This is an optimization exercise on Yosys and OpenROAD, whose aim is small area, a short achievable clock period and few clock cycles, not a production implementation. Where RTL was checked, it was by simulation tests only, not by an equivalence proof against the original. Power is estimated from default activity; no workload was simulated.

## build 50
// multicycle_core
module multicycle_core #(
  parameter int DATA_W     = 32,
  parameter int IMEM_DEPTH = 16,
  parameter int DMEM_DEPTH = 16,
  parameter int MAX_INSTR  = 256
) (
  input  logic                          clk,
  input  logic                          rst,
  input  logic                          start,
  output logic                          busy,
  output logic                          done,
  output logic                          err,
  input  logic                          imem_we,
  input  logic [$clog2(IMEM_DEPTH)-1:0] imem_addr,
  input  logic [33:0]                   imem_wdata,
  output logic [$clog2(IMEM_DEPTH)-1:0] pc,
  input  logic [4:0]                    probe_reg_addr,
  output logic [DATA_W-1:0]             probe_reg_data,
  input  logic [$clog2(DMEM_DEPTH)-1:0] probe_dm_addr,
  output logic [DATA_W-1:0]             probe_dm_data
);
  localparam int c_IMEM_AW = $clog2(IMEM_DEPTH);
  localparam int c_DMEM_AW = $clog2(DMEM_DEPTH);
  localparam int c_CNT_W   = $clog2(MAX_INSTR + 1);
  logic                  r_busy;
  logic                  r_done;
  logic                  r_err;
  logic [c_IMEM_AW-1:0]  r_pc;      
  logic [c_CNT_W-1:0]    r_cnt;     
  logic [33:0]           r_ir;      
  logic                  r_go;      
  logic                  r_halt;    
  logic                  r_e_go;
  logic                  r_e_wen;       
  logic                  r_e_mem_write;
  logic                  r_e_load;      
  logic [2:0]            r_e_alu_ctl;
  logic [4:0]            r_e_dest;
  ...
Settings: LEC_CHECK=0, ABC_CLOCK_PERIOD_IN_PS=5000, CAP_MARGIN=20, CELL_PAD_IN_SITES_GLOBAL_PLACEMENT=2, CORE_MARGIN=2, CORE_UTILIZATION=50, CTS_BUF_LIST=sky130_fd_sc_hd__clkbuf_16, CTS_CLUSTER_DIAMETER=80, CTS_CLUSTER_SIZE=20, PLACE_DENSITY=0.65, SLEW_MARGIN=20, SYNTH_HIERARCHICAL=1, SYNTH_MINIMUM_KEEP_SIZE=0; clock period 12.0 ns.
standard.sh (not shown) runs the stock make flow with config.mk's settings and CLKGATE_MAP_FILE= SYNTH_SCRIPT=/design/flow/synth_recipe.tcl, a recipe that flattens the netlist after the stock synthesis.
==> flow/flow/run.sh <==
#!/bin/bash
set -euo pipefail
MARGIN=${MARGIN:-6.8}
bash standard.sh SETUP_SLACK_MARGIN=$MARGIN MATCH_CELL_FOOTPRINT=0 finish > standard.log 2>&1
Build 50: flow completed, timing, DRC and antenna clean
Inputs modified between build 50 and build 36:
==> flow/flow/run.sh <==
#!/bin/bash
set -euo pipefail
MARGIN=${MARGIN:-6.0}
bash standard.sh SETUP_SLACK_MARGIN=$MARGIN MATCH_CELL_FOOTPRINT=0 finish > standard.log 2>&1
Results
Build 36 against build 50: proportion of power drawn by flip-flops and latches shows an increase of 2.5 points, met2 usage dropped 2.2 points. Build 50 tops out at a lower clock frequency than build 36. Diff build 36..build 50 | fraction of power spent switching nets | negligible. The relative contribution of the clock network to total power in build 36 was higher than what build 50 gave. Of the two values seen for capture point of the critical path, probe_reg_data[6] was produced by build 36 and r_e_a[4]$_DFF_P_ by build 50. The clock-buffer cell count in build 36 was higher than what build 50 gave.
Edits applied to the flow inputs when going from build 36 to build 11:
- an added SETUP_SLACK_MARGIN of 5
==> flow/run.sh (new file) <==
#!/bin/bash
# synth_recipe.tcl (not shown) runs the flow's synth.tcl, then flattens the netlist and writes it again
# the make line also repeats each setting of config.mk as NAME=value (left out here)
make -C /OpenROAD-flow-scripts/flow DESIGN_CONFIG=/design/flow/config.mk WORK_HOME=/design/flow/orfs CLKGATE_MAP_FILE= SYNTH_SCRIPT=/design/flow/synth_recipe.tcl finish
removed: flow/flow/run.sh
removed: flow/standard.sh
==> results.txt <==
Build 11 vs build 36 on number of multi-input logic gates: build 11 is the lower one. On minimum clock period after layout, the higher figure sits with build 11, not build 36. Lower antenna cell count goes to build 36 over build 11. Diff build 36 -> build 11: number of vias after detailed routing lost 1842; highest attainable clock frequency now sits lower; slew at the pin closest to its max-slew limit went down by 76 ps.
No run of this note included a check of the RTL's function; only the layout flow was run.


Setup of job 9617:
Another version of the RTL of multicycle_core (not shown whole).
Size: ~5200 cells after synthesis, about 120 I/O pins, about 87000 um^2 of cells after synthesis.
Settings: LEC_CHECK=0, ABC_CLOCK_PERIOD_IN_PS=5000, CAP_MARGIN=20, CELL_PAD_IN_SITES_GLOBAL_PLACEMENT=2, CORE_MARGIN=2, CORE_UTILIZATION=50, CTS_BUF_LIST=sky130_fd_sc_hd__clkbuf_16, CTS_CLUSTER_DIAMETER=80, CTS_CLUSTER_SIZE=20, PLACE_DENSITY=0.65, SETUP_SLACK_MARGIN=5, SLEW_MARGIN=20, SYNTH_HIERARCHICAL=1, SYNTH_MINIMUM_KEEP_SIZE=0; clock period 12.0 ns.
run.sh (not shown) runs the stock make flow with config.mk's settings and CLKGATE_MAP_FILE= SYNTH_SCRIPT=/design/flow/synth_recipe.tcl, a recipe that flattens the netlist after the stock synthesis.
Stock flow here: none of the scripts above is used.
Testbench counts of job 9617, summed over its fixed seeds: cycles 31,375.
Relative to job 9617, the following input files were edited for job 2121:
- changing CTS_CLUSTER_SIZE from 20 to 26
- changing PLACE_DENSITY from 0.65 to 0.75
- changing CTS_CLUSTER_DIAMETER from 80 to 95
- changing CORE_UTILIZATION from 50 to 60
==> comparison <==
- Comparing job 2121 and job 9617, the higher routed wire length was measured on job 9617.
- In the flow results for job 2121 and job 9617, the setup slack after layout is smaller on job 9617.
- Clock-cell share of area: job 2121 < job 9617
- Startpoint of the worst setup timing path: probe_dm_addr[2] -> job 2121, probe_dm_addr[0] -> job 9617
- In the metrics for job 2121 and job 9617, the one carrying the lower total of cells resized after clock tree synthesis is job 2121.
- Note that the first-pass GRT wire length recorded for job 2121 amounts to 0.938 times the value seen in job 9617.
- For job 2121 and job 9617, there was not a single run that failed to finish clean.
- Job 2121: width of the die 8.6% below job 9617
- Total power of job 2121 is lower than that of job 9617.
## Diff of input files: job 6565 against job 2121
- CTS_CLUSTER_SIZE now 28, was 26
- CTS_CLUSTER_DIAMETER now 100, was 95
Results
Relative to job 2121, logic gate share of total power increased by 0.5 points in job 6565.
Job 6565 — clock-buffer cell count 4 lower, job 2121 as reference
In the flow results for job 2121 and job 6565, the maximum vdd ir drop is larger on job 6565.
Between job 2121 and job 6565, the difference in number of instances in the placed design is negligible.
On post-route core utilization, job 6565 tracks job 2121 almost exactly.
Job 6565 against job 2121: total power flat, number of fill cells in the layout down 46, post-layout worst setup margin down 0.053 ns.


## the reference run
Another version of the RTL of multicycle_core (not shown whole).
For scale: about 2300 flip-flops, ~120 I/O pins.
make LEC_CHECK=0 ABC_CLOCK_PERIOD_IN_PS=5000 CAP_MARGIN=20 CELL_PAD_IN_SITES_GLOBAL_PLACEMENT=2 CORE_MARGIN=2 CORE_UTILIZATION=50 CTS_BUF_LIST=sky130_fd_sc_hd__clkbuf_16 CTS_CLUSTER_DIAMETER=100 CTS_CLUSTER_SIZE=30 PLACE_DENSITY=0.65 SETUP_SLACK_MARGIN=5 SLEW_MARGIN=20 SYNTH_HIERARCHICAL=1 SYNTH_MINIMUM_KEEP_SIZE=0 finish   # period 12.0 ns
The reference run was carried through to the last stage, and its layout satisfied the timing, DRC and antenna checks.
Testbench counts of the reference run, summed over its fixed seeds: cycles 31,375.
### the reference run -> the trial run
Settings: CTS_CLUSTER_DIAMETER now 80, was 100; SETUP_SLACK_MARGIN no longer set, was 5; CTS_CLUSTER_SIZE now 20, was 30.
==> flow/flow/run.sh (new file) <==
#!/bin/bash
set -euo pipefail
MARGIN=${MARGIN:-6.5}
bash standard.sh SETUP_SLACK_MARGIN=$MARGIN MATCH_CELL_FOOTPRINT=0 finish > standard.log 2>&1
==> flow/standard.sh (new file) <==
#!/bin/bash
# synth_recipe.tcl (not shown) runs the flow's synth.tcl, then flattens the netlist and writes it again
# the make line also repeats each setting of config.mk as NAME=value (left out here)
make -C /OpenROAD-flow-scripts/flow DESIGN_CONFIG=/design/flow/config.mk WORK_HOME=/design/flow/orfs CLKGATE_MAP_FILE= SYNTH_SCRIPT=/design/flow/synth_recipe.tcl "${@:-finish}"
removed: flow/run.sh
[summary]
Looking at non-clock buffer count, the trial run sits 194 higher than the reference run does.
The reference run ended up with primary input to output pin as its classification of the worst setup path; the trial run ended up with primary input to flop.
Against the reference run, wire length of the first global-routing pass in the trial run rose by a few percent.
Note that the total wire length after detailed routing recorded for the reference run amounts to 0.928 times the value seen in the trial run.
Comparing the trial run against the reference run, there is no change at all in vertical die dimension.


== onyx ==
multicycle_core again, from the RTL that the note above started with.
## multicycle_core
module multicycle_core #(
  parameter int DATA_W     = 32,
  parameter int IMEM_DEPTH = 16,
  parameter int DMEM_DEPTH = 16,
  parameter int MAX_INSTR  = 256
) (
  input  logic                          clk,
  input  logic                          rst,
  input  logic                          start,
  output logic                          busy,
  output logic                          done,
  output logic                          err,
  input  logic                          imem_we,
  input  logic [$clog2(IMEM_DEPTH)-1:0] imem_addr,
  input  logic [33:0]                   imem_wdata,
  output logic [$clog2(IMEM_DEPTH)-1:0] pc,
  input  logic [4:0]                    probe_reg_addr,
  output logic [DATA_W-1:0]             probe_reg_data,
  input  logic [$clog2(DMEM_DEPTH)-1:0] probe_dm_addr,
  output logic [DATA_W-1:0]             probe_dm_data
);
export LEC_CHECK = 0
export ABC_CLOCK_PERIOD_IN_PS = 5000
export CAP_MARGIN = 20
export CELL_PAD_IN_SITES_GLOBAL_PLACEMENT = 2
export CORE_MARGIN = 2
export CORE_UTILIZATION = 45
export PLACE_DENSITY = 0.6
export SETUP_SLACK_MARGIN = 5
export SLEW_MARGIN = 20
export SYNTH_HIERARCHICAL = 1
export SYNTH_MINIMUM_KEEP_SIZE = 0
create_clock -name core_clock -period 12.0 [get_ports {clk}]
Stock flow here: none of the scripts above is used.
Testbench counts of onyx, summed over its fixed seeds: cycles 31,375.
## Diff of input files: garnet against onyx
- putting CTS_BUF_LIST at sky130_fd_sc_hd__clkbuf_16 where nothing was set
- putting CTS_CLUSTER_DIAMETER at 80 where nothing was set
- putting CTS_CLUSTER_SIZE at 20 where nothing was set
- swapping 0.6 for 0.65 in PLACE_DENSITY
- swapping 45 for 50 in CORE_UTILIZATION
Findings:
- On area of all placed cells without fillers: between garnet and onyx, it ends up higher for onyx.
- garnet ends up with lower instance count after placement with tap cells included than onyx does.
- A start point of the critical path of probe_reg_addr[1] is what onyx shows, while probe_reg_addr[2] belongs to garnet.
- The count of cells along the worst register-to-register path in garnet sits 15 below the value recorded for onyx.


== rev 12 ==
Another version of the RTL of multicycle_core (not shown whole).
Size: roughly 2,300 flip-flops, roughly 0.090 mm2 of cells after synthesis.
clock: 12.0 ns
lec_check: 0
cap_margin: 20
cell_pad_in_sites_global_placement: 2
core_margin: 2
core_utilization: 25
place_density: 0.35
setup_slack_margin: 5
slew_margin: 20
synth_hierarchical: 1
synth_minimum_keep_size: 0
Looking at the reports, rev 12 completed the entire flow and the layout it produced met the timing, DRC and antenna checks.
Testbench counts of rev 12, summed over its fixed seeds: cycles 31,375.
## Diff of input files: rev 13 against rev 12
# rev 12
export LEC_CHECK = 0
export CAP_MARGIN = 20
export CELL_PAD_IN_SITES_GLOBAL_PLACEMENT = 2
export CORE_MARGIN = 2
export CORE_UTILIZATION = 25
export PLACE_DENSITY = 0.35
export SETUP_SLACK_MARGIN = 5
export SLEW_MARGIN = 20
export SYNTH_HIERARCHICAL = 1
export SYNTH_MINIMUM_KEEP_SIZE = 0
create_clock -name core_clock -period 12.0 [get_ports {clk}]
# rev 13
export LEC_CHECK = 0
export CAP_MARGIN = 20
export CELL_PAD_IN_SITES_GLOBAL_PLACEMENT = 2
export CORE_MARGIN = 2
export CORE_UTILIZATION = 25
export PLACE_DENSITY = 0.35
export SETUP_SLACK_MARGIN = 3
export SLEW_MARGIN = 20
export SYNTH_HIERARCHICAL = 1
export SYNTH_MINIMUM_KEEP_SIZE = 0
create_clock -name core_clock -period 12.0 [get_ports {clk}]
==> results.txt <==
Diff rev 12 -> rev 13: transition time at the pin with the least slew margin shrank by 0.010 ns, smallest hold slack held steady, clock power held steady, number of cells on the worst reg-to-reg path shrank by 1, design area shrank by about 4%. Rev 13 against rev 12; power is down by a few percent.

-- re-timing with driven ports --
The flow's constraints put no driver on any port. The routed layouts listed below were extracted and timed again, unchanged, in two steps.
Step 1, drivers: a clkbuf_16 drives clk and a buf_2 each remaining input, both assumed.
Step 2 moves the port delays by t, midway between the first and last clock arrival at a register: inputs arrive t later, outputs are due t later. That takes back most of the time a late clock gives input paths.
Three values: ideal, step 1, step 2; two values: the first two.
run	t (ns)	setup WS [ns]	latest minus earliest clock arrival (ns)	worst data-port slew with drivers (ns)
build 50	0.909	4.979 / 4.940 / 4.044	0.036 / 0.036	0.18
build 36	0.903	5.265 / 5.179 / 4.433	0.033 / 0.033	0.17
build 11	0.897	5.019 / 4.978 / 5.000	0.045 / 0.045	0.13
job 9617	0.907	4.982 / 4.961 / 4.456	0.038 / 0.039	0.15
job 2121	0.847	5.029 / 5.001 / 4.572	0.035 / 0.035	0.12
job 6565	0.830	4.976 / 4.955 / 4.287	0.055 / 0.055	0.13
the reference run	0.854	5.026 / 5.005 / 4.616	0.054 / 0.054	0.13
the trial run	0.913	5.146 / 5.106 / 4.280	0.027 / 0.027	0.13
onyx	0.948	4.930 / 4.988 / 4.040	0.039 / 0.038	0.14
garnet	0.897	4.990 / 4.968 / 4.655	0.036 / 0.036	0.13
rev 12	0.985	4.410 / 4.315 / 4.315	0.045 / 0.044	0.17
rev 13	0.986	3.074 / 2.999 / 2.999	0.045 / 0.044	0.17
After both steps setup and hold are still met in every run listed. The setup slack of build 50, which loses most, moves by -0.039 ns with the drivers and by -0.935 ns with both steps.
